Background: an optimization exercise with open tools, aiming at small area. Do not read the settings as production practice.
In this exercise RTL edits were held to simulation tests only and were not proved equivalent to the original.
Power is estimated from default activity; no workload was simulated.

===== config.mk =====
export PLATFORM = sky130hd
export DESIGN_NAME = axi_split_top
export DESIGN_NICKNAME = axi_split_top
export VERILOG_FILES = /design/flow/design.v
export SDC_FILE = /design/flow/constraint.sdc
export NUM_CORES = 4
export LEC_CHECK = 0
export CAP_MARGIN = 20
export CORE_MARGIN = 2
export CORE_UTILIZATION = 70
export CTS_BUF_LIST = sky130_fd_sc_hd__clkbuf_8
export CTS_CLUSTER_DIAMETER = 45
export CTS_CLUSTER_SIZE = 24
export PLACE_DENSITY = 0.78
export SLEW_MARGIN = 20

===== flow/run.sh =====
#!/bin/bash
# Standard layout, with the port buffers made from the smallest buffer cell
set -euo pipefail
export BUFFER_PORTS_ARGS="-buffer_cell sky130_fd_sc_hd__buf_1"
bash standard.sh finish > standard_flow.log 2>&1

===== design.v =====
package axi_split_pkg;
   localparam int ADDR_W     = 32;
   localparam int LEN_W      = 8;
   localparam int DATA_W     = 64;
   localparam int HALF_W     = DATA_W / 2;
   localparam int AX_DEPTH   = 4;
   localparam int DATA_DEPTH = 8;
   localparam int CREDIT_W   = 8;
   typedef logic [ADDR_W-1:0] addr_t;
   typedef logic [LEN_W-1:0]  len_t;
   typedef logic [DATA_W-1:0] wide_data_t;
   typedef logic [HALF_W-1:0] half_data_t;
   typedef struct packed {
      addr_t addr;
      len_t  len;
   } ax_req_t;
   typedef struct packed {
      half_data_t data;
      logic       last;
   } half_beat_t;
endpackage
module axi_split_ptr #(
   parameter int DEPTH = 4
) (
   input  logic                   clk,
   input  logic                   resetn,
   input  logic                   step,
   output logic [$clog2(DEPTH):0] ptr
);
   always_ff @(posedge clk) begin
      if (!resetn) begin
         ptr <= '0;
      end else if (step) begin
         ptr <= ptr + 1'b1;
      end
   end
endmodule
module axi_split_ohptr #(
   parameter int DEPTH = 4
) (
   input  logic             clk,
   input  logic             resetn,
   input  logic             step,
   output logic [DEPTH-1:0] oh,
   output logic             wrap
);
   always_ff @(posedge clk) begin
      if (!resetn) begin
         oh   <= DEPTH'(1);
         wrap <= 1'b0;
      end else if (step) begin
         oh   <= {oh[DEPTH-2:0], oh[DEPTH-1]};
         wrap <= wrap ^ oh[DEPTH-1];
      end
   end
endmodule
module axi_split_ohmux #(
   parameter int W = 8,
   parameter int N = 4
) (
   input  logic [N*W-1:0] d,
   input  logic [N-1:0]   sel,
   output logic [W-1:0]   q
);
   always_comb begin
      q = '0;
      for (int i = 0; i < N; i++) begin
         q = q | (d[i*W +: W] & {W{sel[i]}});
      end
   end
endmodule
import axi_split_pkg::*;
module axi_split_addr_fanout
(
   input  logic    clk,
   input  logic    resetn,
   input  axi_split_pkg::addr_t   s_addr,
   input  axi_split_pkg::len_t    s_len,
   input  logic    s_valid,
   output logic    s_ready,
   output axi_split_pkg::ax_req_t m0_req,
   output axi_split_pkg::ax_req_t m1_req,
   output logic    m0_valid,
   output logic    m1_valid,
   input  logic    m0_ready,
   input  logic    m1_ready
);
   localparam int PW = $clog2(AX_DEPTH);
   localparam int EW = ADDR_W - 1 + LEN_W;
   logic [AX_DEPTH-1:0][EW-1:0] mem;
   logic [PW:0]          wr;
   logic [AX_DEPTH-1:0]  rd0, rd1;
   logic                 rw0, rw1;
   logic                 same0, same1;
   logic [EW-1:0]        e0, e1;
   logic                 push;
   axi_split_ptr   #(.DEPTH(AX_DEPTH)) wr_p  (.clk(clk), .resetn(resetn), .step(push), .ptr(wr));
   axi_split_ohptr #(.DEPTH(AX_DEPTH)) rd0_p (.clk(clk), .resetn(resetn), .step(m0_valid && m0_ready), .oh(rd0), .wrap(rw0));
   axi_split_ohptr #(.DEPTH(AX_DEPTH)) rd1_p (.clk(clk), .resetn(resetn), .step(m1_valid && m1_ready), .oh(rd1), .wrap(rw1));
   assign same0    = rd0[wr[PW-1:0]];
   assign same1    = rd1[wr[PW-1:0]];
   assign m0_valid = !(same0 && (wr[PW] == rw0));
   assign m1_valid = !(same1 && (wr[PW] == rw1));
   assign s_ready  = resetn && !(same0 && (wr[PW] != rw0)) && !(same1 && (wr[PW] != rw1));
   assign push     = s_valid && s_ready;
   always_ff @(posedge clk) begin
      if (push) begin
         for (int i = 0; i < AX_DEPTH; i++) begin
            if (wr[PW-1:0] == i) mem[i] <= {s_addr[ADDR_W-1:1], s_len};
         end
      end
   end
   axi_split_ohmux #(.W(EW), .N(AX_DEPTH)) rm0 (.d(mem), .sel(rd0), .q(e0));
   axi_split_ohmux #(.W(EW), .N(AX_DEPTH)) rm1 (.d(mem), .sel(rd1), .q(e1));
   assign m0_req = {1'b0, e0};
   assign m1_req = {e1[EW-1], ~e1[EW-1], e1[EW-2:0]};
endmodule
import axi_split_pkg::*;
module axi_split_wdata_fanout
(
   input  logic       clk,
   input  logic       resetn,
   input  axi_split_pkg::wide_data_t s_data,
   input  logic       s_last,
   input  logic       s_valid,
   output logic       s_ready,
   output axi_split_pkg::half_beat_t m0_beat,
   output axi_split_pkg::half_beat_t m1_beat,
   output logic       m0_valid,
   output logic       m1_valid,
   input  logic       m0_ready,
   input  logic       m1_ready
);
   localparam int PW = $clog2(DATA_DEPTH);
   logic [DATA_DEPTH-1:0][HALF_W-1:0] lo, hi;
   logic [DATA_DEPTH-1:0]             last;
   logic [DATA_DEPTH-1:0][HALF_W:0]   q0, q1;
   logic [PW:0]                       wr;
   logic [DATA_DEPTH-1:0]             rd0, rd1;
   logic                              rw0, rw1;
   logic                              same0, same1;
   logic                              push;
   axi_split_ptr   #(.DEPTH(DATA_DEPTH)) wr_p  (.clk(clk), .resetn(resetn), .step(push), .ptr(wr));
   axi_split_ohptr #(.DEPTH(DATA_DEPTH)) rd0_p (.clk(clk), .resetn(resetn), .step(m0_valid && m0_ready), .oh(rd0), .wrap(rw0));
   axi_split_ohptr #(.DEPTH(DATA_DEPTH)) rd1_p (.clk(clk), .resetn(resetn), .step(m1_valid && m1_ready), .oh(rd1), .wrap(rw1));
   assign same0    = rd0[wr[PW-1:0]];
   assign same1    = rd1[wr[PW-1:0]];
   assign m0_valid = !(same0 && (wr[PW] == rw0));
   assign m1_valid = !(same1 && (wr[PW] == rw1));
   assign s_ready  = resetn && !(same0 && (wr[PW] != rw0)) && !(same1 && (wr[PW] != rw1));
   assign push     = s_valid && s_ready;
   always_ff @(posedge clk) begin
      if (push) begin
         for (int i = 0; i < DATA_DEPTH; i++) begin
            if (wr[PW-1:0] == i) begin
               lo[i]   <= s_data[HALF_W-1:0];
               hi[i]   <= s_data[DATA_W-1:HALF_W];
               last[i] <= s_last;
            end
         end
      end
   end
   always_comb begin
      for (int i = 0; i < DATA_DEPTH; i++) begin
         q0[i] = {lo[i], last[i]};
         q1[i] = {hi[i], last[i]};
      end
   end
   axi_split_ohmux #(.W(HALF_W + 1), .N(DATA_DEPTH)) rm0 (.d(q0), .sel(rd0), .q(m0_beat));
   axi_split_ohmux #(.W(HALF_W + 1), .N(DATA_DEPTH)) rm1 (.d(q1), .sel(rd1), .q(m1_beat));
endmodule
import axi_split_pkg::*;
module axi_split_bresp_merge
(
   input  logic clk,
   input  logic resetn,
   input  logic m0_b_valid,
   input  logic m1_b_valid,
   input  logic s_b_ready,
   output logic m0_b_ready,
   output logic m1_b_ready,
   output logic s_b_valid
);
   logic [CREDIT_W-1:0] credit [2];
   logic [1:0]          add;
   logic                sub;
   assign m0_b_ready = s_b_ready;
   assign m1_b_ready = s_b_ready;
   assign add[0] = m0_b_valid && m0_b_ready;
   assign add[1] = m1_b_valid && m1_b_ready;
   assign s_b_valid = (credit[0] != '0) && (credit[1] != '0);
   assign sub       = s_b_valid && s_b_ready;
   always_ff @(posedge clk) begin
      if (!resetn) begin
         credit[0] <= '0;
         credit[1] <= '0;
      end else begin
         for (int i = 0; i < 2; i++) begin
            if (add[i] && !sub) begin
               credit[i] <= credit[i] + 1'b1;
            end else if (!add[i] && sub) begin
               credit[i] <= credit[i] - 1'b1;
            end
         end
      end
   end
endmodule
import axi_split_pkg::*;
module axi_split_rdata_join
(
   input  logic       clk,
   input  logic       resetn,
   input  axi_split_pkg::half_beat_t m0_beat,
   input  axi_split_pkg::half_beat_t m1_beat,
   input  logic       m0_valid,
   input  logic       m1_valid,
   output logic       m0_ready,
   output logic       m1_ready,
   output axi_split_pkg::wide_data_t s_data,
   output logic       s_last,
   output logic       s_valid,
   input  logic       s_ready
);
   localparam int PW = $clog2(DATA_DEPTH);
   logic [DATA_DEPTH-1:0][HALF_W:0]   mem0;
   logic [DATA_DEPTH-1:0][HALF_W-1:0] mem1;
   logic [PW:0]                       wr0, wr1;
   logic [DATA_DEPTH-1:0]             rd;
   logic                              rw;
   logic                              same0, same1;
   logic                              push0, push1, pop;
   logic [HALF_W:0]                   h0;
   logic [HALF_W-1:0]                 h1;
   axi_split_ptr   #(.DEPTH(DATA_DEPTH)) wr0_p (.clk(clk), .resetn(resetn), .step(push0), .ptr(wr0));
   axi_split_ptr   #(.DEPTH(DATA_DEPTH)) wr1_p (.clk(clk), .resetn(resetn), .step(push1), .ptr(wr1));
   axi_split_ohptr #(.DEPTH(DATA_DEPTH)) rd_p  (.clk(clk), .resetn(resetn), .step(pop), .oh(rd), .wrap(rw));
   assign same0    = rd[wr0[PW-1:0]];
   assign same1    = rd[wr1[PW-1:0]];
   assign m0_ready = resetn && !(same0 && (wr0[PW] != rw));
   assign m1_ready = resetn && !(same1 && (wr1[PW] != rw));
   assign push0    = m0_valid && m0_ready;
   assign push1    = m1_valid && m1_ready;
   always_ff @(posedge clk) begin
      if (push0) begin
         for (int i = 0; i < DATA_DEPTH; i++) begin
            if (wr0[PW-1:0] == i) mem0[i] <= m0_beat;
         end
      end
      if (push1) begin
         for (int i = 0; i < DATA_DEPTH; i++) begin
            if (wr1[PW-1:0] == i) mem1[i] <= m1_beat.data;
         end
      end
   end
   assign s_valid = !(same0 && (wr0[PW] == rw)) && !(same1 && (wr1[PW] == rw));
   assign pop     = s_valid && s_ready;
   axi_split_ohmux #(.W(HALF_W + 1), .N(DATA_DEPTH)) rm0 (.d(mem0), .sel(rd), .q(h0));
   axi_split_ohmux #(.W(HALF_W),     .N(DATA_DEPTH)) rm1 (.d(mem1), .sel(rd), .q(h1));
   assign s_data = {h1, h0[HALF_W:1]};
   assign s_last = h0[0];
endmodule
import axi_split_pkg::*;
module axi_split_top
(
   input  logic       clk,
   input  logic       resetn,
   input  axi_split_pkg::addr_t      s_aw_addr,
   input  axi_split_pkg::len_t       s_aw_len,
   input  logic       s_aw_valid,
   output logic       s_aw_ready,
   input  axi_split_pkg::wide_data_t s_w_data,
   input  logic       s_w_last,
   input  logic       s_w_valid,
   output logic       s_w_ready,
   output logic       s_b_valid,
   input  logic       s_b_ready,
   input  axi_split_pkg::addr_t      s_ar_addr,
   input  axi_split_pkg::len_t       s_ar_len,
   input  logic       s_ar_valid,
   output logic       s_ar_ready,
   output axi_split_pkg::wide_data_t s_r_data,
   output logic       s_r_last,
   output logic       s_r_valid,
   input  logic       s_r_ready,
   output axi_split_pkg::addr_t      m0_aw_addr,
   output axi_split_pkg::len_t       m0_aw_len,
   output logic       m0_aw_valid,
   input  logic       m0_aw_ready,
   output axi_split_pkg::half_data_t m0_w_data,
   output logic       m0_w_last,
   output logic       m0_w_valid,
   input  logic       m0_w_ready,
   input  logic       m0_b_valid,
   output logic       m0_b_ready,
   output axi_split_pkg::addr_t      m0_ar_addr,
   output axi_split_pkg::len_t       m0_ar_len,
   output logic       m0_ar_valid,
   input  logic       m0_ar_ready,
   input  axi_split_pkg::half_data_t m0_r_data,
   input  logic       m0_r_last,
   input  logic       m0_r_valid,
   output logic       m0_r_ready,
   output axi_split_pkg::addr_t      m1_aw_addr,
   output axi_split_pkg::len_t       m1_aw_len,
   output logic       m1_aw_valid,
   input  logic       m1_aw_ready,
   output axi_split_pkg::half_data_t m1_w_data,
   output logic       m1_w_last,
   output logic       m1_w_valid,
   input  logic       m1_w_ready,
   input  logic       m1_b_valid,
   output logic       m1_b_ready,
   output axi_split_pkg::addr_t      m1_ar_addr,
   output axi_split_pkg::len_t       m1_ar_len,
   output logic       m1_ar_valid,
   input  logic       m1_ar_ready,
   input  axi_split_pkg::half_data_t m1_r_data,
   input  logic       m1_r_last,
   input  logic       m1_r_valid,
   output logic       m1_r_ready
);
   axi_split_addr_fanout aw_fanout (
      .clk     (clk),          .resetn  (resetn),
      .s_addr  (s_aw_addr),    .s_len   (s_aw_len),
      .s_valid (s_aw_valid),   .s_ready (s_aw_ready),
      .m0_req  ({m0_aw_addr, m0_aw_len}),
      .m1_req  ({m1_aw_addr, m1_aw_len}),
      .m0_valid(m0_aw_valid),  .m1_valid(m1_aw_valid),
      .m0_ready(m0_aw_ready),  .m1_ready(m1_aw_ready)
   );
   axi_split_addr_fanout ar_fanout (
      .clk     (clk),          .resetn  (resetn),
      .s_addr  (s_ar_addr),    .s_len   (s_ar_len),
      .s_valid (s_ar_valid),   .s_ready (s_ar_ready),
      .m0_req  ({m0_ar_addr, m0_ar_len}),
      .m1_req  ({m1_ar_addr, m1_ar_len}),
      .m0_valid(m0_ar_valid),  .m1_valid(m1_ar_valid),
      .m0_ready(m0_ar_ready),  .m1_ready(m1_ar_ready)
   );
   axi_split_wdata_fanout w_fanout (
      .clk     (clk),          .resetn  (resetn),
      .s_data  (s_w_data),     .s_last  (s_w_last),
      .s_valid (s_w_valid),    .s_ready (s_w_ready),
      .m0_beat ({m0_w_data, m0_w_last}),
      .m1_beat ({m1_w_data, m1_w_last}),
      .m0_valid(m0_w_valid),   .m1_valid(m1_w_valid),
      .m0_ready(m0_w_ready),   .m1_ready(m1_w_ready)
   );
   axi_split_bresp_merge b_merge (
      .clk       (clk),        .resetn    (resetn),
      .m0_b_valid(m0_b_valid), .m1_b_valid(m1_b_valid),
      .s_b_ready (s_b_ready),
      .m0_b_ready(m0_b_ready), .m1_b_ready(m1_b_ready),
      .s_b_valid (s_b_valid)
   );
   axi_split_rdata_join r_join (
      .clk     (clk),          .resetn  (resetn),
      .m0_beat ({m0_r_data, m0_r_last}),
      .m1_beat ({m1_r_data, m1_r_last}),
      .m0_valid(m0_r_valid),   .m1_valid(m1_r_valid),
      .m0_ready(m0_r_ready),   .m1_ready(m1_r_ready),
      .s_data  (s_r_data),     .s_last  (s_r_last),
      .s_valid (s_r_valid),    .s_ready (s_r_ready)
   );
endmodule

===== constraint.sdc =====
create_clock -name core_clock -period 5.0 [get_ports {clk}]
set_input_delay 1.0000 -clock core_clock [delete_from_list [all_inputs] [get_ports {clk}]]
set_output_delay 1.0000 -clock core_clock [all_outputs]
set_load 0.01 [all_outputs]

===== standard.sh =====
#!/bin/bash
# synth_recipe.tcl (not shown) runs the flow's synth.tcl, then flattens the netlist and writes it again
# the make line also repeats each setting of config.mk as NAME=value (left out here)
make -C /OpenROAD-flow-scripts/flow DESIGN_CONFIG=/design/flow/config.mk WORK_HOME=/design/flow/orfs CLKGATE_MAP_FILE= SYNTH_SCRIPT=/design/flow/synth_recipe.tcl "${@:-finish}"

==> reports/summary.md, run 1 <==
The run gives 79100 µm² as the area of the die. The largest single stage delay on the critical path is 0.73 ns. The minimum period implied by the final worst setup slack is 3.92 ns, and the post-synthesis sequential area ratio is 0.785. The run gives 0.0440 ns as the worst clock skew. Reg-to-reg endpoint: b_merge.credit[0][6]$_SDFFE_PN0P_.

Most numerous cell in the Yosys netlist: sky130_fd_sc_hd__edfxtp_1. The area of the core was 75900 µm²; the remaining global-route overflow was 0. Along the worst path, the maximum fanout reaches 48.

The fraction of synthesized cell area taken by the top area cell type works out to 0.755. The H-tree generated during clock tree synthesis spans 4 levels. Based on the critical path, the design can be clocked at up to 0.255 GHz. The floorplan has 101 rows. Entering global routing, the biggest net connects 68 pins. For this block, the initial DRC count from the detailed router was 3706. Setup violations remaining at the end of the flow were counted as 0.

Via count of the first global-routing pass: 32193. 534 I/O pins were placed. The logs give 0 for the number of endpoints with negative hold slack in the final report and 6 for the length of the first detailed-routing pass in iterations. The buffer count from post-CTS setup fixing was 0; the actual transition at the worst max-transition pin was 1.11 ns.

The run gives 1.72 ns as the slack of the worst reg-to-reg path. The launch point of the worst reg-to-reg path was b_merge.credit[0][3]$_SDFFE_PN0P_. Adding up every negative setup slack in the final design gives 0 ns. The tools report the placed instance area as 56700 µm². The number of maximum-capacitance constraint violations is 0, and the global-route wire length before repair is 189000 µm. The design draws 23700 µW. The logs give 0 for the max-slew violation count and 12 for the count of warnings emitted by yosys.

After detailed routing, the average wire length per cell comes to 26.6 µm. The tools report the critical path startpoint as r_join.rd_p.oh[0]$_SDFFE_PN1P_. IR analysis of the VDD net gives a maximum drop of 299 µV. Following the worst setup path forward leads to its endpoint at s_r_data[17]. The run gives 0 as the quantity of hold-fixing buffers added after cts.

The die is 281 µm wide. The flip-flop and latch count after synthesis was 1433; the fraction of registers with async set or reset after synthesis was 0. Synthesis produced a netlist whose cell count is 3204. The cell at the root of the clock tree was sky130_fd_sc_hd__clkbuf_8.

The critical path goes through buf_4, a22oi_1, nand4_1, buf_1. The tools report the sink count of the clock tree as 1433. The number of buffers and inverters on the critical path is 2. The floorplan step set the die height to 281 µm. Clock-pin transition on the worst setup and hold timing paths: 0.10 ns. Startpoint-to-endpoint class of the critical path: reg -> out. Endpoint class of the critical path: a primary output. The run gives 0.708 as the effective utilization at floorplan. Compared with the post-synthesis result, the final layout area differs by 11.1%.

Counting distinct cell types in the post-synthesis netlist gives 50. The share of post-route cells with drive strength above 1 was 0.0899; the number of nets at the end of the flow was 3966. Once the clock tree was built, the resizer swapped 0 gates to a different size. The startpoint kind of the worst setup timing path was a register. Cell depth of the worst flop-to-flop path: 13. The run gives 28 as the initial antenna violation count. Summed over all nets, the half-perimeter wirelength after detailed placement is 69900 µm. TritonCTS built the clock tree. Power spread over the standard cell area amounts to 396 nW/µm². The arrival time at the worst endpoint is 2.92 ns, and the combined global-route utilization of all metal layers is 0.321. Among all flip-flop cells after synthesis, the most frequent one is sky130_fd_sc_hd__edfxtp_1.

Type of the most critical hold path: in -> reg. The synthesized design contains 1352 enable-type register cells. The critical path depth is 4, and the remaining max-slew budget at the tightest pin is 0.262.

The logs give 59800 µm² for the final design area excluding fillers and 3 for the maximum clock insertion buffer count. Yosys attributes the largest share of cell area to sky130_fd_sc_hd__edfxtp_1 75%, sky130_fd_sc_hd__a22oi_1 12%, sky130_fd_sc_hd__dfxtp_1 3.0%, sky130_fd_sc_hd__nand4_1 1.6%, sky130_fd_sc_hd__clkbuf_1 1.5%. The run finished with no timing, DRC or antenna violations. For the cell area after synthesis, the log shows 53800 µm². In this run the static leakage power is 0.0189 µW.

Number of buffers inserted during clock tree synthesis: 136. Broken down by cell family, the worst path's largest delay share belongs to buffers and inverters. The via count normalized by instance count is 6.74. The part of the cycle the worst path needs is 0.784. Worst-path cell with the longest stage delay: sky130_fd_sc_hd__dfxtp_2.

By count the netlist is led by 1352 x sky130_fd_sc_hd__edfxtp_1, 836 x sky130_fd_sc_hd__a22oi_1, 209 x sky130_fd_sc_hd__clkbuf_1. Routability-driven placement finished with a final weighted congestion of 0.809. The final layout contains routed wiring with a total length of 129000 µm. STA puts the critical path data required time at 4.00 ns. The number of port buffers came out at 528. The latest clock arrival within the worst-skew pair was 0.80 ns; the final antenna-violating net count was 0. The routed layout has 32767 vias. After synthesis, the mean cell area works out to 16.8 µm².

Setup repair after global routing left no endpoint under its margin. For this run, design rule violations remaining after detail routing come to 0. The largest total area in the synthesized netlist belongs to sky130_fd_sc_hd__edfxtp_1.
[worst register-to-register path: cells and delay by family, from the launching register on]
family | cells | cell delay, ns
mux | 1 | 0.24
buf+inv | 1 | 0.18
flops | 1 | 0.33
fa+ha+maj | 2 | 0.67
compound gates | 5 | 0.82
simple gates | 4 | 0.92
[cell families (layout without fill, tap and decap cells)]
kind of cell / Yosys count / count (layout) / share of synthesized area
muxes: 54 / 54 / 0.0129
xor gates and xnor gates: 32 / 32 / 0.00521
AOI/OAI and AO/OA: 893 / 893 / 0.124
buffers and inverters: 267 / 868 / 0.0191
other: 1 / 24 / 0.0000697
DFF: 1433 / 1433 / 0.785
and+or+nand+nor: 482 / 482 / 0.0438
adders and majority gates: 42 / 42 / 0.0100
[layout make-up]
cell class              instances  area, µm²
flip-flops and latches       1433      42200
well taps                    1030       1290
inverters                      29        109
diodes                         22       55.1
fillers                      4034      16200
clock inverters               109       1080
repair buffers                591       2490
multi-input cells            1505      10600
clock buffers                 139       1910
[sequential cells by signal (all words and copies together) (netlist names), 8 cells and up]
name / cells
r_join.mem1: 256
r_join.mem0: 264
w_fanout.hi: 256
w_fanout.rd1_p.oh: 8
b_merge.credit: 16
w_fanout.rd0_p.oh: 8
w_fanout.lo: 256
r_join.rd_p.oh: 8
ar_fanout.mem: 156
w_fanout.last: 8
aw_fanout.mem: 156
[stage by stage]
step / hold WS [ns] / instances / utilization / worst slack [ns]
2_1_floorplan: 0.441 / 3205 / - / -1.79
3_3_place_gp: 0.458 / 4588 / 0.747 / 1.63
3_5_place_dp: 0.464 / 4588 / 0.747 / 1.56
4_1_cts: 0.374 / 4836 / 0.786 / 1.07
5_1_grt: 0.414 / 4848 / 0.787 / 1.04
6_report: 0.437 / 4858 / 0.787 / 1.08
[placed cells by master, fill, tap and decap left out, drive strengths merged, types with 4 or more instances in the layout]
cell type  netlist  layout
inv             29      81
nand3           20      20
a21oi           15      15
nand2          197     197
clkinv           0      35
clkinvlp         0      11
and3            29      29
dfxtp           81      81
edfxtp        1352    1352
and2            16      16
clkbuf         209     140
bufinv           0      11
nor3            10      10
nand4          134     134
xor2             9       9
o21ai           18      18
mux2i           40      40
diode            0      22
nor2b            4       4
ha              40      40
xnor2           23      23
a22oi          837     837
nand2b           9       9
nor2            55      55
buf             29     590
mux4            11      11
o31ai            8       8
[worst min-delay path by stage]
stage                                            startpoint                                 to  slack, ns  cells past startpoint
after global placement    b_merge.credit[0][7]$_SDFFE_PN0P_  b_merge.credit[0][7]$_SDFFE_PN0P_       0.46                      2
final                                         s_aw_addr[11]        aw_fanout.mem[57]$_DFFE_PP_       0.44                      1
after floorplan           b_merge.credit[0][7]$_SDFFE_PN0P_  b_merge.credit[0][7]$_SDFFE_PN0P_       0.44                      2
after global routing                          s_aw_addr[11]       aw_fanout.mem[135]$_DFFE_PP_       0.41                      1
after detailed placement  b_merge.credit[0][7]$_SDFFE_PN0P_  b_merge.credit[0][7]$_SDFFE_PN0P_       0.46                      2
after CTS                                      s_aw_addr[3]        aw_fanout.mem[88]$_DFFE_PP_       0.37                      1
[power by group]
part	switching, µW	internal (µW)	total, µW	leakage (µW)
Combinational	1710	828	2540	0.00441
Clock	4190	3400	7580	0.00155
Sequential	142	13400	13600	0.0129
Total	6040	17600	23700	0.0189
[routing by layer]
metal	global-route usage	part of all wire	vias to the layer above
met4	0.143	0.039	26
li1	-	-	14068
met3	0.0737	0.11	323
met1	0.415	0.35	16365
met5	0	0.0013	-
met2	0.526	0.50	1985
==> run 2, diff against run 1 <==
==> flow/run.sh (replaced) <==
#!/bin/bash
# Standard layout, with the port buffers made from the smallest buffer cell
# and a clock tree without dummy balancing loads
set -euo pipefail
export BUFFER_PORTS_ARGS="-buffer_cell sky130_fd_sc_hd__buf_1"
export CTS_ARGS="-sink_clustering_enable -repair_clock_nets -dont_use_dummy_load -sink_clustering_size 10 -sink_clustering_max_diameter 40 -buf_list {sky130_fd_sc_hd__clkbuf_2 sky130_fd_sc_hd__clkbuf_4}"
bash standard.sh finish > standard_flow.log 2>&1
--- a/config.mk
+++ b/config.mk
@@ -8,8 +8,5 @@
 export CAP_MARGIN = 20
 export CORE_MARGIN = 2
 export CORE_UTILIZATION = 70
-export CTS_BUF_LIST = sky130_fd_sc_hd__clkbuf_8
-export CTS_CLUSTER_DIAMETER = 45
-export CTS_CLUSTER_SIZE = 24
 export PLACE_DENSITY = 0.78
 export SLEW_MARGIN = 20
==> run 2 against run 1 <==
Still clean. Synthesized cell count did not move. Final cell count fell by 1.7%. Via count fell by 0.41%. Clock power down 35%. Highest routed layer unchanged.
==> reports/summary.md, run 2 <==
The number of DRC violations after detailed-routing iteration 0 was 3497 (was 3706). Setup repair after global routing left no endpoint under its margin. The die extent in y came out at 281 µm (unchanged). The initial antenna violation count is 26 (was 28). The leading cell type in the layout, fill and taps excluded was sky130_fd_sc_hd__edfxtp_1 (unchanged). Dominant synthesized flop cell: sky130_fd_sc_hd__edfxtp_1 (unchanged). The run finished with no timing, DRC or antenna violations.

The global-route wire length before repair is 188000 µm (was 189000 µm), and the power per unit of standard cell area is 362 nW/µm² (was 396 nW/µm²). The logs give 79100 µm² (unchanged) for the area of the die and 0 (unchanged) for the final antenna-violating net count. The minimum period implied by the final worst setup slack came out at 4.11 ns (was 3.92 ns).

The run gives 0.785 (unchanged) as the post-synthesis sequential area ratio. Area contributors post-synth: sky130_fd_sc_hd__edfxtp_1 75%, sky130_fd_sc_hd__a22oi_1 12%, sky130_fd_sc_hd__dfxtp_1 3.0%, sky130_fd_sc_hd__nand4_1 1.6%, sky130_fd_sc_hd__clkbuf_1 1.5% (unchanged). Effective utilization at floorplan: 0.708 (unchanged). The cell depth of the worst flop-to-flop path works out to 13 (unchanged). The mean area per synthesized cell was 16.8 µm² (unchanged); the share of post-route cells with drive strength above 1 was 0.0777 (was 0.0899). The length of the first detailed-routing pass in iterations is 5 (was 6), and the leakage power of the design is 0.0181 µW (was 0.0189 µW). The register area was 42200 µm² (unchanged); the H-tree level count was 4 (unchanged).

The number of buffers and inverters on the critical path is 2 (unchanged). The run gives 0 (unchanged) as the buffer count from post-CTS setup fixing. The number of nets at the end of the flow came out at 4004 (was 3966).

The count of warnings emitted by yosys is 12 (unchanged). The tools report the final RePlAce weighted congestion as 0.809 (unchanged). The final setup violation count is 0 (unchanged). The actual transition at the worst max-transition pin came out at 1.11 ns (about the same). The startpoint kind of the worst setup timing path is a register (unchanged). The max-slew violation count came out at 0 (unchanged). The logs give 0 ns (unchanged) for the setup TNS and 0.319 (was 0.321) for the combined global-route utilization of all metal layers. The most numerous cell in the Yosys netlist was sky130_fd_sc_hd__edfxtp_1 (unchanged). The layout overhead on the synthesized area came out at 8.00% (was 11.1%). The tools report the post-route total power as 21000 µW (was 23700 µW).

The number of endpoints with negative hold slack in the final report is 0 (unchanged). The startpoint-to-endpoint class of the critical path is reg -> out (unchanged). The maximum clock insertion buffer count was 3 (unchanged); the largest driver fanout on the critical path was 48 (unchanged). The part of the cycle the worst path needs is 0.822 (was 0.784). The width of the die works out to 281 µm (unchanged).

The logs give 1433 (unchanged) for the sink count of the clock tree and 101 (unchanged) for the total number of placement rows. Reg-to-reg endpoint: b_merge.credit[0][6]$_SDFFE_PN0P_ (unchanged). The tools report the cell at the root of the clock tree as sky130_fd_sc_hd__clkbuf_4 (was sky130_fd_sc_hd__clkbuf_8). The delay of the slowest cell on the worst path came out at 0.73 ns (about the same). The wire length after detailed routing was 128000 µm (was 129000 µm). The via count of the first global-routing pass was 32349 (was 32193); the maximum number of pins on one net before global-route repair was 68 (unchanged). The number of flip-flops in the largest register is 264 (unchanged). The flip-flop and latch count after synthesis came out at 1433 (unchanged). The final design area excluding fillers was 58100 µm² (was 59800 µm²). The cell accounting for the most synthesized area was sky130_fd_sc_hd__edfxtp_1 (unchanged). The routed length per instance came out at 26.9 µm (was 26.6 µm). The tools report the number of buffers inserted during clock tree synthesis as 173 (was 136). The fraction of synthesized cell area taken by the top area cell type came out at 0.755 (unchanged). The worst-case vdd ir drop is 303 µV (was 299 µV), and the slack of the worst reg-to-reg path is 1.73 ns (was 1.72 ns).

The number of synthesized flops with an enable pin is 1352 (unchanged), and the final HPWL from detailed placement is 69900 µm (unchanged). The arrival time at the worst endpoint was 3.11 ns (was 2.92 ns). The worst-path cell with the longest stage delay was sky130_fd_sc_hd__dfxtp_2 (unchanged). The number of maximum-capacitance constraint violations came out at 0 (unchanged). The run gives 0 (unchanged) as the post-route DRC violation count.

The run gives 3204 (unchanged) as the count of mapped cells out of synthesis. The register with the most flip-flops was r_join.mem0 (unchanged). The critical path depth works out to 4 (unchanged).

The hold slack is 0.228 ns (was 0.437 ns). The number of port buffers came out at 528 (unchanged). The required arrival time at the worst endpoint was 4.00 ns (about the same). The via count normalized by instance count is 6.83 (was 6.74).

For the worst clock skew, the log shows 0.126 ns (was 0.0440 ns). Most instantiated cells after synthesis: 1352 x sky130_fd_sc_hd__edfxtp_1, 836 x sky130_fd_sc_hd__a22oi_1, 209 x sky130_fd_sc_hd__clkbuf_1 (unchanged). The clock-pin transition on the worst setup and hold timing paths came out at 0.10 ns (about the same). The family with the most delay on the worst path was buffers and inverters (unchanged). Worst-path cell chain: buf_4, a22oi_1, nand4_1, buf_1 (unchanged). The maximum operating frequency is 0.243 GHz (was 0.255 GHz), and the number of distinct standard cells referenced by the synthesized netlist is 50 (unchanged). The area of the core was 75900 µm² (unchanged).

Commonest cells after routing, fill and taps aside: 1352 x sky130_fd_sc_hd__edfxtp_1, 836 x sky130_fd_sc_hd__a22oi_1, 527 x sky130_fd_sc_hd__buf_1 (unchanged). The tools report the placed instance area as 56700 µm² (unchanged). The top-level I/O count was 534 (unchanged); the overall via count from detail_route was 32634 (was 32767). The tools report the launch point of the worst reg-to-reg path as b_merge.credit[0][0]$_SDFFE_PN0P_ (was b_merge.credit[0][3]$_SDFFE_PN0P_). The fraction of registers with async set or reset after synthesis is 0 (unchanged).

The logs give 0.261 (was 0.262) for the remaining max-slew budget at the tightest pin and 53800 µm² (unchanged) for the cell area after synthesis. Capturing instance or port of the critical path: s_r_data[17] (unchanged). The type of the most critical hold path was in -> reg (unchanged). The run gives 10600 µm² (unchanged) as the total area of multi-input combinational cells.

Critical path startpoint: r_join.rd_p.oh[0]$_SDFFE_PN1P_ (unchanged). For the count of cells resized by post-cts repair, the log shows 0 (unchanged). The run gives 4348 (was 4034) as the number of fill cells. For the remaining global-route overflow, the log shows 0 (unchanged).

The logs give 4588 (unchanged) for the cell total after placement and 1.06 ns (was 0.80 ns) for the latest clock arrival within the worst-skew pair. TritonCTS built the clock tree. The tools report the number of cells in the finished layout apart from fillers as 4776 (was 4858). The endpoint class of the critical path was a primary output (unchanged). Quantity of hold-fixing buffers added after cts: 0 (unchanged).
-- run 2: cell counts after synthesis --
No cell type changed its count.
-- run 2: cell families (layout without fill, tap and decap cells) --
logic type	count (synthesis)	after routing	synth area share
mux	54	54	0.0129
fa+ha+maj	42	42	0.0100
compound gates	893	893	0.124
xor+xnor	32	32	0.00521
flops	1433	1433	0.785
other cells	1	16	0.0000697
buf+inv	267	794	0.0191
simple gates	482	482	0.0438
-- run 2: worst min path at each step --
stage,start,to,slack (ns),cells after the start
2_1_floorplan,b_merge.credit[0][7]$_SDFFE_PN0P_,b_merge.credit[0][7]$_SDFFE_PN0P_,0.44,2
3_3_place_gp,b_merge.credit[0][7]$_SDFFE_PN0P_,b_merge.credit[0][7]$_SDFFE_PN0P_,0.46,2
3_5_place_dp,b_merge.credit[0][7]$_SDFFE_PN0P_,b_merge.credit[0][7]$_SDFFE_PN0P_,0.46,2
4_1_cts,s_ar_len[0],ar_fanout.mem[0]$_DFFE_PP_,0.11,1
5_1_grt,s_ar_addr[1],ar_fanout.mem[8]$_DFFE_PP_,0.17,1
6_report,s_ar_addr[13],ar_fanout.mem[59]$_DFFE_PP_,0.23,1
-- run 2: area by class of cell --
class / count / area share
well taps: 1030 / 0.0222
flip-flops and latches: 1433 / 0.727
inverters: 29 / 0.00187
diodes: 14 / 0.000603
clock buffers: 173 / 0.0224
repair buffers: 592 / 0.0434
multi-input cells: 1505 / 0.183
-- run 2: metal layers --
layer	global-route usage	up-vias	wire length (µm)
met4	0.147	30	5230
met2	0.519	1989	63800
met5	0	-	193
met3	0.0804	374	13900
li1	-	14081	-
met1	0.409	16160	45200
-- run 2: metrics by stage --
stage           util  setup WS, ns
6_report       0.765         0.890
5_1_grt        0.765         0.802
4_1_cts        0.764         0.809
3_5_place_dp   0.747          1.56
3_3_place_gp   0.747          1.63
2_1_floorplan      -         -1.79
-- run 2: report_power, final --
group	internal (µW)	total (µW)	switching [µW]
registers	13400	13600	141
clock network	1590	4950	3360
logic	829	2530	1700
==> run 3, diff against run 2 <==
==> flow/run.sh (replaced) <==
#!/bin/bash
# Standard layout, with the port buffers made from the smallest buffer cell
# and a clock tree without dummy balancing loads
set -euo pipefail
export BUFFER_PORTS_ARGS="-buffer_cell sky130_fd_sc_hd__buf_1"
export CTS_ARGS="-sink_clustering_enable -repair_clock_nets -dont_use_dummy_load -sink_clustering_size 10 -sink_clustering_max_diameter 50 -buf_list sky130_fd_sc_hd__clkbuf_4"
bash standard.sh finish > standard_flow.log 2>&1
--- a/config.mk
+++ b/config.mk
@@ -7,6 +7,6 @@
 export LEC_CHECK = 0
 export CAP_MARGIN = 20
 export CORE_MARGIN = 2
-export CORE_UTILIZATION = 70
-export PLACE_DENSITY = 0.78
+export CORE_UTILIZATION = 65
+export PLACE_DENSITY = 0.75
 export SLEW_MARGIN = 20
==> run 3 against run 2 <==
Still clean. Non-clock buffer count up 2. Global-route usage down 1.5 points. Routed wire length up 2.6%. Worst hold slack worse by 0.061 ns. Critical path depth unchanged. Clock power down 1%. Area after synthesis unchanged. Via count up 0.21%. Combinational power about the same. Utilization down 5.7 points. Sequential share of layout area about the same. Maximum frequency down 2.8%.
==> reports/summary.md, run 3 <==
The wire length after detailed routing was 132000 µm (was 128000 µm); the hold slack was 0.168 ns (was 0.228 ns). The register with the most flip-flops was r_join.mem0 (unchanged). Most instantiated cells after synthesis: 1352 x sky130_fd_sc_hd__edfxtp_1, 836 x sky130_fd_sc_hd__a22oi_1, 209 x sky130_fd_sc_hd__clkbuf_1 (unchanged). The total number of placement rows is 105 (was 101), and the die extent in y is 292 µm (was 281 µm). The mean area per synthesized cell is 16.8 µm² (unchanged). Dominant synthesized flop cell: sky130_fd_sc_hd__edfxtp_1 (unchanged). Fraction of synthesized cell area taken by the top area cell type: 0.755 (unchanged).

The layout overhead on the synthesized area came out at 7.96% (was 8.00%). The routed length per instance was 27.3 µm (was 26.9 µm); the minimum period implied by the final worst setup slack was 4.23 ns (was 4.11 ns). The run gives 5206 (was 4348) as the number of fill cells. The largest driver fanout on the critical path is 35 (was 48). The logs give 0 (unchanged) for the final antenna-violating net count and 53800 µm² (unchanged) for the cell area after synthesis. Worst-path cell with the longest stage delay: sky130_fd_sc_hd__dfxtp_2 (unchanged). The tools report the count of mapped cells out of synthesis as 3204 (unchanged). The arrival time at the worst endpoint was 3.23 ns (was 3.11 ns); the delay of the slowest cell on the worst path was 1.02 ns (was 0.73 ns). The length of the first detailed-routing pass in iterations is 6 (was 5), and the sink count of the clock tree is 1433 (unchanged). The post-route total power is 21000 µW (about the same). The run gives 0 (unchanged) as the buffer count from post-CTS setup fixing. The startpoint-to-endpoint class of the critical path is reg -> out (unchanged).

The power per unit of standard cell area came out at 361 nW/µm² (was 362 nW/µm²). The number of distinct standard cells referenced by the synthesized netlist came out at 50 (unchanged). For the final setup violation count, the log shows 0 (unchanged). The via count normalized by instance count was 6.78 (was 6.83); the combined global-route utilization of all metal layers was 0.303 (was 0.319).

The worst-case vdd ir drop was 277 µV (was 303 µV). The tools report the number of cells in the finished layout apart from fillers as 4826 (was 4776). Via count of the first global-routing pass: 32582 (was 32349).

The cell at the root of the clock tree is sky130_fd_sc_hd__clkbuf_4 (unchanged). The maximum operating frequency was 0.236 GHz (was 0.243 GHz). The number of maximum-capacitance constraint violations is 0 (unchanged), and the required arrival time at the worst endpoint is 4.00 ns (about the same).

The leading cell type in the layout, fill and taps excluded was sky130_fd_sc_hd__edfxtp_1 (unchanged). The run gives 32703 (was 32634) as the overall via count from detail_route. The count of warnings emitted by yosys came out at 12 (unchanged).

Max-slew violation count: 0 (unchanged). The actual transition at the worst max-transition pin was 1.12 ns (was 1.11 ns). The tools report the final HPWL from detailed placement as 72900 µm (was 69900 µm). Quantity of hold-fixing buffers added after cts: 0 (unchanged).

The number of port buffers was 528 (unchanged). The flip-flop and latch count after synthesis is 1433 (unchanged), and the leakage power of the design is 0.0181 µW (about the same). The run gives 0.154 ns (was 0.126 ns) as the worst clock skew. The run finished with no timing, DRC or antenna violations. The run gives 4 (unchanged) as the H-tree level count.

The tools report the endpoint class of the critical path as a primary output (unchanged). The number of endpoints with negative hold slack in the final report is 0 (unchanged), and the count of cells resized by post-cts repair is 0 (unchanged). The area of the die was 85100 µm² (was 79100 µm²); the maximum number of pins on one net before global-route repair was 68 (unchanged). The top-level I/O count is 534 (unchanged), and the total area of multi-input combinational cells is 10600 µm² (about the same). Most numerous cell in the Yosys netlist: sky130_fd_sc_hd__edfxtp_1 (unchanged).

The width of the die is 292 µm (was 281 µm), and the post-synthesis sequential area ratio is 0.785 (unchanged). Commonest cells after routing, fill and taps aside: 1352 x sky130_fd_sc_hd__edfxtp_1, 836 x sky130_fd_sc_hd__a22oi_1, 527 x sky130_fd_sc_hd__buf_1 (unchanged). The run gives 0 (unchanged) as the remaining global-route overflow.

Type of the most critical hold path: in -> reg (unchanged). Area contributors post-synth: sky130_fd_sc_hd__edfxtp_1 75%, sky130_fd_sc_hd__a22oi_1 12%, sky130_fd_sc_hd__dfxtp_1 3.0%, sky130_fd_sc_hd__nand4_1 1.6%, sky130_fd_sc_hd__clkbuf_1 1.5% (unchanged). Family with the most delay on the worst path: flip-flops (was buffers and inverters).

The number of DRC violations after detailed-routing iteration 0 was 3269 (was 3497). The run gives 164 (was 173) as the number of buffers inserted during clock tree synthesis. The run gives 4631 (was 4588) as the cell total after placement. The share of post-route cells with drive strength above 1 is 0.0760 (was 0.0777).

The startpoint kind of the worst setup timing path is a register (unchanged). The remaining max-slew budget at the tightest pin came out at 0.255 (was 0.261). The fraction of registers with async set or reset after synthesis is 0 (unchanged), and the effective utilization at floorplan is 0.656 (was 0.708).

The tools report the maximum clock insertion buffer count as 3 (unchanged). Setup repair after global routing left no endpoint under its margin. The number of synthesized flops with an enable pin is 1352 (unchanged), and the final RePlAce weighted congestion is 0.788 (was 0.809). The area of the core came out at 82000 µm² (was 75900 µm²). The cell accounting for the most synthesized area is sky130_fd_sc_hd__edfxtp_1 (unchanged).

TritonCTS built the clock tree. The clock-pin transition on the worst setup and hold timing paths is 0.10 ns (about the same). The part of the cycle the worst path needs is 0.846 (was 0.822), and the initial antenna violation count is 30 (was 26). The register area is 42200 µm² (unchanged), and the number of buffers and inverters on the critical path is 2 (unchanged). The number of flip-flops in the largest register was 264 (unchanged); the global-route wire length before repair was 195000 µm (was 188000 µm). Worst-path cell chain: buf_4, a22oi_1, nand4_1, buf_1 (unchanged). The number of nets at the end of the flow is 3997 (was 4004), and the post-route DRC violation count is 0 (unchanged).

The latest clock arrival within the worst-skew pair came out at 1.09 ns (was 1.06 ns).
run 3: metal layers:
metal  vias to the layer above  GRT usage  share of wire
li1                      14085          -              -
met4                        22      0.140          0.046
met5                         -          0         0.0011
met3                       380     0.0768           0.10
met2                      1871      0.494           0.49
met1                     16345      0.389           0.36
run 3: logic make-up (layout without fill, tap and decap cells):
family | after synthesis | after routing | share of synthesized area
simple gates | 482 | 482 | 0.0438
xor+xnor | 32 | 32 | 0.00521
buf+inv | 267 | 787 | 0.0191
compound gates | 893 | 893 | 0.124
fa+ha+maj | 42 | 42 | 0.0100
mux | 54 | 54 | 0.0129
flops | 1433 | 1433 | 0.785
other cells | 1 | 33 | 0.0000697
run 3: layout make-up:
| cell class | instances | share of cell area |
|---|---|---|
| inverter | 29 | 0.00187 |
| sequential | 1433 | 0.727 |
| clock buffer | 164 | 0.0212 |
| tap | 1070 | 0.0231 |
| multi-input combinational | 1505 | 0.183 |
| timing repair buffer | 594 | 0.0427 |
| antenna | 31 | 0.00134 |
run 3: worst reg2reg max path, cell delays in order (launching register included):
cell	delay, ns
sky130_fd_sc_hd__dfxtp_1	0.60
sky130_fd_sc_hd__mux4_2	0.56
sky130_fd_sc_hd__mux2_2	0.29
sky130_fd_sc_hd__nand2b_1	0.08
sky130_fd_sc_hd__and3_1	0.28
sky130_fd_sc_hd__nand2_2	0.23
sky130_fd_sc_hd__nor3_2	0.20
sky130_fd_sc_hd__buf_4	0.76
run 3: worst paths after layout:
check             cells past startpoint  slack (ns)                           endpoint                               from
setup / recovery                      4        0.77                           s_r_last     r_join.rd_p.oh[7]$_SDFFE_PN0P_
hold / removal                        1        0.17        ar_fanout.mem[93]$_DFFE_PP_                       s_ar_addr[8]
setup reg to reg                      7        1.56          w_fanout.hi[47]$_DFFE_PP_  w_fanout.wr_p.ptr[0]$_SDFFE_PN0P_
hold reg to reg                       2        0.49  b_merge.credit[0][7]$_SDFFE_PN0P_  b_merge.credit[0][7]$_SDFFE_PN0P_
run 3: where the power goes:
part	leakage, µW	internal (µW)	switching [µW]
clock network	0.000755	1510	3390
registers	0.0129	13400	153
logic	0.00442	826	1700
run 3: per-stage QoR:
step	setup TNS (ns)	cell area [µm²]	setup WS (ns)	util
floorplan	-697.71	53800	-1.79	-
global placement	0	56800	1.18	0.692
detailed placement	0	56800	1.14	0.692
CTS	0	58000	0.734	0.707
global route	0	58100	0.633	0.708
finish	0	58100	0.771	0.708
==> run 4, diff against run 3 <==
==> flow/run.sh (replaced) <==
#!/bin/bash
# Standard layout, with the port buffers made from the smallest buffer cell
# and a clock tree without dummy balancing loads
set -euo pipefail
export BUFFER_PORTS_ARGS="-buffer_cell sky130_fd_sc_hd__buf_1"
export CTS_ARGS="-sink_clustering_enable -repair_clock_nets -dont_use_dummy_load -sink_clustering_size 10 -sink_clustering_max_diameter 40 -buf_list sky130_fd_sc_hd__clkbuf_4"
bash standard.sh finish > standard_flow.log 2>&1
--- a/config.mk
+++ b/config.mk
@@ -7,6 +7,6 @@
 export LEC_CHECK = 0
 export CAP_MARGIN = 20
 export CORE_MARGIN = 2
-export CORE_UTILIZATION = 65
-export PLACE_DENSITY = 0.75
+export CORE_UTILIZATION = 80
+export PLACE_DENSITY = 0.86
 export SLEW_MARGIN = 20
==> run 4 against run 3 <==
Still clean on timing, DRC and antenna. Utilization rose by 16 points. Worst setup slack worse by 0.23 ns. Power is 0.14% higher. Final area decreased by 0.35%. Critical path depth is 1 higher. Area after synthesis unchanged. Clock skew is 0.032 ns lower. Combinational power rose by 2%. Routed wire length increased by 0.72%. Worst hold slack better by 0.039 ns. Critical path type unchanged. Largest power group unchanged.
==> reports/summary.md, run 4 <==
The tools report the arrival time at the worst endpoint as 3.46 ns (was 3.23 ns). The logs give 0 ns (unchanged) for the setup TNS and 0 (unchanged) for the max-slew violation count. The wire length after detailed routing was 133000 µm (was 132000 µm). The most numerous cell in the Yosys netlist is sky130_fd_sc_hd__edfxtp_1 (unchanged). The remaining max-slew budget at the tightest pin came out at 0.259 (was 0.255). The worst clock skew was 0.123 ns (was 0.154 ns). The part of the cycle the worst path needs was 0.891 (was 0.846). For the worst-case vdd ir drop, the log shows 426 µV (was 277 µV).

Leading cell type in the layout, fill and taps excluded: sky130_fd_sc_hd__edfxtp_1 (unchanged). The number of nets at the end of the flow is 3993 (was 3997), and the number of synthesized flops with an enable pin is 1352 (unchanged). The largest driver fanout on the critical path came out at 45 (was 35).

The tools report the length of the first detailed-routing pass in iterations as 6 (unchanged). The run gives 0.789 (was 0.788) as the final RePlAce weighted congestion. Number of cells in the finished layout apart from fillers: 4621 (was 4826). The flow ran to the end and the layout has no timing, DRC or antenna violations.

The clock-pin transition on the worst setup and hold timing paths was 0.10 ns (about the same). The final HPWL from detailed placement was 72500 µm (was 72900 µm); the area of the core was 66900 µm² (was 82000 µm²). For the post-route DRC violation count, the log shows 0 (unchanged). The tools report the buffer count from post-CTS setup fixing as 0 (unchanged). The worst-path cell with the longest stage delay was sky130_fd_sc_hd__dfxtp_2 (unchanged).

The register with the most flip-flops is r_join.mem0 (unchanged). The layout overhead on the synthesized area came out at 7.59% (was 7.96%). The global-route wire length before repair is 196000 µm (was 195000 µm), and the number of endpoints with negative hold slack in the final report is 0 (unchanged). For the cell total after placement, the log shows 4429 (was 4631). The endpoint class of the critical path is a primary output (unchanged).

The die extent in y was 263 µm (was 292 µm); the remaining global-route overflow was 0 (unchanged). Setup repair after global routing left no endpoint under its margin. The number of DRC violations after detailed-routing iteration 0 is 5149 (was 3269), and the minimum period implied by the final worst setup slack is 4.46 ns (was 4.23 ns). For the H-tree level count, the log shows 4 (unchanged). Maximum operating frequency: 0.224 GHz (was 0.236 GHz).

The latest clock arrival within the worst-skew pair is 1.07 ns (was 1.09 ns), and the number of flip-flops in the largest register is 264 (unchanged). The power per unit of standard cell area works out to 363 nW/µm² (was 361 nW/µm²). The fraction of synthesized cell area taken by the top area cell type was 0.755 (unchanged). The family with the most delay on the worst path was multiplexers (was flip-flops). The width of the die is 263 µm (was 292 µm).

TritonCTS built the clock tree. Via count normalized by instance count: 7.34 (was 6.78). Delay of the slowest cell on the worst path: 0.57 ns (was 1.02 ns).

Worst-path cell chain: buf_4, mux4_2, mux2_2, a22oi_2, buf_1 (was buf_4, a22oi_1, nand4_1, buf_1). The mean area per synthesized cell came out at 16.8 µm² (unchanged). The final setup violation count was 0 (unchanged); the number of distinct standard cells referenced by the synthesized netlist was 50 (unchanged).

The count of mapped cells out of synthesis is 3204 (unchanged), and the cell depth of the worst flop-to-flop path is 7 (unchanged). Startpoint kind of the worst setup timing path: a register (unchanged). The quantity of hold-fixing buffers added after cts is 0 (unchanged), and the sink count of the clock tree is 1433 (unchanged). The tools report the final antenna-violating net count as 0 (unchanged). Type of the most critical hold path: in -> reg (unchanged). The maximum number of pins on one net before global-route repair is 68 (unchanged).

Leakage power of the design: 0.0181 µW (about the same). The hold slack is 0.206 ns (was 0.168 ns), and the post-synthesis sequential area ratio is 0.785 (unchanged). The number of port buffers was 528 (unchanged); the flip-flop and latch count after synthesis was 1433 (unchanged). Commonest cells after routing, fill and taps aside: 1352 x sky130_fd_sc_hd__edfxtp_1, 836 x sky130_fd_sc_hd__a22oi_1, 527 x sky130_fd_sc_hd__buf_1 (unchanged).

Routed length per instance: 28.7 µm (was 27.3 µm). The total number of placement rows is 95 (was 105), and the fraction of registers with async set or reset after synthesis is 0 (unchanged). The top-level I/O count was 534 (unchanged); the area of the die was 69300 µm² (was 85100 µm²). Effective utilization at floorplan: 0.804 (was 0.656). The cell at the root of the clock tree was sky130_fd_sc_hd__clkbuf_4 (unchanged). The number of maximum-capacitance constraint violations was 0 (unchanged); the combined global-route utilization of all metal layers was 0.379 (was 0.303). Startpoint-to-endpoint class of the critical path: reg -> out (unchanged).

The actual transition at the worst max-transition pin works out to 1.11 ns (was 1.12 ns). For the maximum clock insertion buffer count, the log shows 3 (unchanged). Count of cells resized by post-cts repair: 0 (unchanged). The dominant synthesized flop cell was sky130_fd_sc_hd__edfxtp_1 (unchanged).

Count of warnings emitted by yosys: 12 (unchanged). The critical path depth is 5 (was 4), and the initial antenna violation count is 34 (was 30). Cell accounting for the most synthesized area: sky130_fd_sc_hd__edfxtp_1 (unchanged). The number of buffers inserted during clock tree synthesis came out at 164 (unchanged).

Area contributors post-synth: sky130_fd_sc_hd__edfxtp_1 75%, sky130_fd_sc_hd__a22oi_1 12%, sky130_fd_sc_hd__dfxtp_1 3.0%, sky130_fd_sc_hd__nand4_1 1.6%, sky130_fd_sc_hd__clkbuf_1 1.5% (unchanged). Most instantiated cells after synthesis: 1352 x sky130_fd_sc_hd__edfxtp_1, 836 x sky130_fd_sc_hd__a22oi_1, 209 x sky130_fd_sc_hd__clkbuf_1 (unchanged). The tools report the required arrival time at the worst endpoint as 4.00 ns (about the same). Cell area after synthesis: 53800 µm² (unchanged). The share of post-route cells with drive strength above 1 is 0.0750 (was 0.0760), and the hold path depth is 1 (unchanged). The via count of the first global-routing pass was 33704 (was 32582); the overall via count from detail_route was 33919 (was 32703). The number of buffers and inverters on the critical path came out at 2 (unchanged).

The slack of the worst reg-to-reg path was 1.58 ns (was 1.56 ns).
[run 4: logic make-up after synthesis]
logic type      synth area share
mux                       0.0129
simple gates              0.0438
flops                      0.785
compound gates             0.124
buf+inv                   0.0191
other cells            0.0000697
xor+xnor                 0.00521
fa+ha+maj                 0.0100
[run 4: routing by layer]
layer	global-route usage	part of all wire
met5	0	0.0013
met2	0.605	0.50
met4	0.198	0.047
met1	0.488	0.33
met3	0.101	0.13
[run 4: area by class of cell]
type / count / area [µm²]
Antenna cell: 27 / 67.6
Clock buffer: 164 / 1230
Fill cell: 2851 / 9040
Inverter: 29 / 109
Multi-Input combinational cell: 1505 / 10600
Sequential cell: 1433 / 42200
Tap cell: 873 / 1090
Timing Repair Buffer: 590 / 2540
[run 4: per-stage QoR]
stage	worst slack [ns]	instance area [µm²]	util	total power [µW]
after global routing	0.430	57900	0.865	21600
after CTS	0.525	57800	0.864	21000
after floorplan	-1.79	53800	-	15300
final	0.545	57900	0.865	21000
after global placement	1.65	56600	0.845	16200
after detailed placement	1.60	56600	0.845	16300
[run 4: final timing paths]
kind | from | end
worst max-delay path | r_join.rd_p.oh[0]$_SDFFE_PN1P_ | s_r_valid
worst min-delay path | s_aw_addr[10] | aw_fanout.mem[95]$_DFFE_PP_
worst max register to register | r_join.rd_p.oh[0]$_SDFFE_PN1P_ | r_join.mem1[9]$_DFFE_PP_
worst min register to register | b_merge.credit[0][7]$_SDFFE_PN0P_ | b_merge.credit[0][7]$_SDFFE_PN0P_
[run 4: power by group]
part           internal [µW]  switching [µW]  leakage, µW
Sequential             13400             157       0.0129
Clock                   1510            3370     0.000755
Combinational            832            1740      0.00442
==> run 5, diff against run 4 <==
--- a/config.mk
+++ b/config.mk
@@ -7,6 +7,6 @@
 export LEC_CHECK = 0
 export CAP_MARGIN = 20
 export CORE_MARGIN = 2
-export CORE_UTILIZATION = 80
-export PLACE_DENSITY = 0.86
+export CORE_UTILIZATION = 75
+export PLACE_DENSITY = 0.82
 export SLEW_MARGIN = 20
==> run 5 against run 4 <==
Still clean. Combinational power about the same. First-iteration DRC count down 18%. Power decreased by 0.14%. Sequential power about the same. Final area increased by 0.16%. Sequential cell count unchanged. Worst hold slack better by 0.020 ns. Sequential share of layout area decreased by 0.11 points. Largest cell class unchanged. Die area is 6.6% higher. Highest routed layer unchanged.
==> reports/summary.md, run 5 <==
The launch point of the worst reg-to-reg path is r_join.rd_p.oh[1]$_SDFFE_PN0P_ (was r_join.rd_p.oh[0]$_SDFFE_PN1P_). The count of mapped cells out of synthesis was 3204 (unchanged); the maximum clock insertion buffer count was 3 (unchanged). Cell at the root of the clock tree: sky130_fd_sc_hd__clkbuf_4 (unchanged). Type of the most critical hold path: in -> reg (unchanged). The part of the total power dissipated in combinational logic is 0.122 (about the same). The net switching power of the design is 5200 µW (was 5270 µW), and the wire length on met2 is 64000 µm (was 65900 µm). The power per unit of standard cell area is 362 nW/µm² (was 363 nW/µm²).

The tools report the number of cells in the finished layout apart from fillers as 4702 (was 4621). Effective utilization at floorplan: 0.755 (was 0.804). The tools report the area of the die as 73900 µm² (was 69300 µm²). For the number of distinct standard cells referenced by the synthesized netlist, the log shows 50 (unchanged). The logs give 1.05 ns (was 1.07 ns) for the latest clock arrival within the worst-skew pair and 0 ns (unchanged) for the setup TNS.

The post-route total power was 21000 µW (about the same). The arrival time at the worst endpoint was 3.02 ns (was 3.46 ns); the number of port buffers was 528 (unchanged). The placed instance area came out at 56600 µm² (about the same). The number of synthesized flops with an enable pin is 1352 (unchanged), and the global-route wire length before repair is 193000 µm (was 196000 µm). The flow ran to the end and the layout has no timing, DRC or antenna violations. Number of flip-flops in the largest register: 264 (unchanged). The length of the first detailed-routing pass in iterations is 8 (was 6), and the maximum operating frequency is 0.249 GHz (was 0.224 GHz). Leakage power of the design: 0.0181 µW (about the same). The tools report the number of endpoints with negative hold slack in the final report as 0 (unchanged). For the number of buffers inserted during clock tree synthesis, the log shows 169 (was 164).

The tools report the worst clock skew as 0.155 ns (was 0.123 ns). The count of warnings emitted by yosys was 12 (unchanged). The tools report the critical path startpoint as r_join.rd_p.oh[1]$_SDFFE_PN0P_ (was r_join.rd_p.oh[0]$_SDFFE_PN1P_). The via count normalized by instance count came out at 7.05 (was 7.34). The register with the most flip-flops is r_join.mem0 (unchanged). The logs give 15800 µW (about the same) for the internal power summed over all cells and 71200 µm² (was 66900 µm²) for the area of the core.

The switching part of the total was 0.248 (was 0.251). The run gives 1.60 ns (about the same) as the post-place setup slack. The wire length after detailed routing is 129000 µm (was 133000 µm). The fraction of registers with async set or reset after synthesis came out at 0 (unchanged). The part of the cycle the worst path needs is 0.804 (was 0.891), and the number of maximum-capacitance constraint violations is 0 (unchanged).

Area contributors post-synth: sky130_fd_sc_hd__edfxtp_1 75%, sky130_fd_sc_hd__a22oi_1 12%, sky130_fd_sc_hd__dfxtp_1 3.0%, sky130_fd_sc_hd__nand4_1 1.6%, sky130_fd_sc_hd__clkbuf_1 1.5% (unchanged). The number of fill cells was 3677 (was 2851). The minimum period implied by the final worst setup slack was 4.02 ns (was 4.46 ns). The final setup violation count was 0 (unchanged). The overall via count from detail_route was 33150 (was 33919).

The mean area per synthesized cell works out to 16.8 µm² (unchanged). The endpoint class of the critical path was a primary output (unchanged). For the required arrival time at the worst endpoint, the log shows 4.00 ns (about the same). The initial antenna violation count is 37 (was 34). Startpoint-to-endpoint class of the critical path: reg -> out (unchanged). The width of the die is 272 µm (was 263 µm).

The final RePlAce weighted congestion was 0.802 (was 0.789); the final HPWL from detailed placement was 72100 µm (was 72500 µm). Cell depth of the worst flop-to-flop path: 6 (was 7). The uppermost signal routing layer after detailed routing was met5 (unchanged).

The max-slew violation count was 0 (unchanged). The dominant synthesized flop cell was sky130_fd_sc_hd__edfxtp_1 (unchanged). TritonCTS built the clock tree. The run gives 14900 µm (was 17100 µm) as the total length of routed met3 wires. The most numerous cell in the Yosys netlist is sky130_fd_sc_hd__edfxtp_1 (unchanged). The tools report the clock network power share as 0.233 (was 0.232). Setup repair after global routing left no endpoint under its margin.

The tools report the post-route DRC violation count as 0 (unchanged). For the total number of placement rows, the log shows 98 (was 95). The cell accounting for the most synthesized area is sky130_fd_sc_hd__edfxtp_1 (unchanged).

The number of nets at the end of the flow is 4001 (was 3993), and the detailed-route wire length on metal 1 is 43800 µm (was 43200 µm). The logs give 0 (unchanged) for the count of cells resized by post-cts repair and 4240 (was 5149) for the number of DRC violations after detailed-routing iteration 0. Flip-flop and latch count after synthesis: 1433 (unchanged).

The cell area after synthesis was 53800 µm² (unchanged); the final design area excluding fillers was 58000 µm² (was 57900 µm²). The tools report the buffer count from post-CTS setup fixing as 0 (unchanged). Fraction of synthesized cell area taken by the top area cell type: 0.755 (unchanged).

The remaining max-slew budget at the tightest pin is 0.270 (was 0.259). The tools report the startpoint kind of the worst setup timing path as a register (unchanged). The actual transition at the worst max-transition pin came out at 1.10 ns (was 1.11 ns). The largest driver fanout on the critical path works out to 37 (was 45).

The tools report the total area of multi-input combinational cells as 10600 µm² (about the same). Layout overhead on the synthesized area: 7.76% (was 7.59%). The final setup slack of the worst path came out at 0.979 ns (was 0.545 ns).

The die extent in y was 272 µm (was 263 µm). The share of post-route cells with drive strength above 1 was 0.0770 (was 0.0750); the post-synthesis sequential area ratio was 0.785 (unchanged). The H-tree level count was 4 (unchanged). Most instantiated cells after synthesis: 1352 x sky130_fd_sc_hd__edfxtp_1, 836 x sky130_fd_sc_hd__a22oi_1, 209 x sky130_fd_sc_hd__clkbuf_1 (unchanged). The final antenna-violating net count is 0 (unchanged).

The via count of the first global-routing pass was 33350 (was 33704). Critical hold path startpoint: s_ar_addr[10] (was s_aw_addr[10]). The run gives 0.348 (was 0.379) as the combined global-route utilization of all metal layers. Leading cell type in the layout, fill and taps excluded: sky130_fd_sc_hd__edfxtp_1 (unchanged). The maximum number of pins on one net before global-route repair is 68 (unchanged). The clock-pin transition on the worst setup and hold timing paths is 0.10 ns (about the same). The quantity of hold-fixing buffers added after cts is 0 (unchanged), and the register area is 42200 µm² (unchanged). The tools report the cell total after placement as 4510 (was 4429). Commonest cells after routing, fill and taps aside: 1352 x sky130_fd_sc_hd__edfxtp_1, 836 x sky130_fd_sc_hd__a22oi_1, 527 x sky130_fd_sc_hd__buf_1 (unchanged). The top-level I/O count was 534 (unchanged); the routed length per instance was 27.5 µm (was 28.7 µm). The remaining global-route overflow was 0 (unchanged). The hold path depth is 1 (unchanged), and the sink count of the clock tree is 1433 (unchanged).

The share of power burned in registers was 0.645 (about the same). The tools report the worst-case vdd ir drop as 309 µV (was 426 µV).
[run 5: cell counts after synthesis]
Identical to the previous run, type by type.
[run 5: power by group through the flow]
stage          Combinational, µW  Clock (µW)  Sequential [µW]
2_1_floorplan               1530           0            13800
3_3_place_gp                2410           0            13800
3_5_place_dp                2510           0            13800
4_1_cts                     2520        4930            13500
5_1_grt                     2740        5360            13600
6_report                    2550        4890            13500
[run 5: final cells by class]
class / instances / share of cell area
Clock buffer: 169 / 0.0219
Sequential cell: 1433 / 0.729
Multi-Input combinational cell: 1505 / 0.183
Inverter: 29 / 0.00188
Tap cell: 950 / 0.0205
Antenna cell: 23 / 0.000993
Timing Repair Buffer: 593 / 0.0431
[run 5: kinds of logic after synthesis]
family,Yosys count,share of synthesized area
flip-flops,1433,0.785
buffers and inverters,267,0.0191
adder cells (fa/ha/maj),42,0.0100
AO/OA/AOI/OAI,893,0.124
multiplexers,54,0.0129
AND/OR/NAND/NOR,482,0.0438
XOR/XNOR,32,0.00521
other,1,0.0000697
[run 5: worst paths after layout]
kind,slack [ns],end
setup / recovery,0.98,m0_r_ready
hold / removal,0.23,ar_fanout.mem[95]$_DFFE_PP_
setup reg to reg,1.72,r_join.mem0[0]$_DFFE_PP_
hold reg to reg,0.48,b_merge.credit[1][7]$_SDFFE_PN0P_
[run 5: layer usage]
metal	up-vias	global-route usage
met3	394	0.0884
met2	2280	0.561
met1	16375	0.445
met5	-	0
met4	32	0.182
li1	14069	-
[run 5: worst max-delay path, cell delays in order (launching register included)]
cell and delay [ns]:
sky130_fd_sc_hd__dfxtp_2 0.33, sky130_fd_sc_hd__buf_4 0.29, sky130_fd_sc_hd__mux4_1 0.56, sky130_fd_sc_hd__mux2_4 0.31, sky130_fd_sc_hd__a21oi_4 0.20, sky130_fd_sc_hd__buf_1 0.36
[run 5: per-stage QoR]
step                hold slack (ns)   util
global placement              0.464  0.795
detailed placement            0.472  0.795
global route                  0.142  0.814
floorplan                     0.441      -
CTS                           0.100  0.813
finish                        0.226  0.814

separate check: timing with driven ports:
In the flow no input, the clock included, has a driving cell. The finished layouts below were timed again as built, in two steps.
Step 1 assumes that a clkbuf_16 drives the clock port and a buf_2 every other input.
Step 2 times the ports against the registers' clock, not the clock port: input delays grow and output delays shrink by t, the midpoint of the rising clock arrivals with the driver on.
Three values: ideal, step 1, step 2; two values: the first two.
| run | t, ns | setup WS [ns] | worst hold slack (ns) | worst setup path at the end | cell pins on the clock port's net |
|---|---|---|---|---|---|
| run 1 | 0.847 | 1.078 / 1.012 / 1.504 | 0.437 / 0.393 / 0.477 | input to register | 1 |
| run 2 | 1.060 | 0.890 / 0.823 / 1.494 | 0.228 / 0.191 / 0.472 | input to register | 1 |
| run 3 | 1.060 | 0.771 / 0.705 / 1.032 | 0.168 / 0.127 / 0.485 | input to register | 1 |
| run 4 | 1.079 | 0.545 / 0.479 / 1.491 | 0.206 / 0.163 / 0.488 | input to register | 1 |
| run 5 | 1.038 | 0.979 / 0.914 / 1.496 | 0.226 / 0.185 / 0.482 | input to register | 1 |
After both steps setup and hold are still met in every run listed.
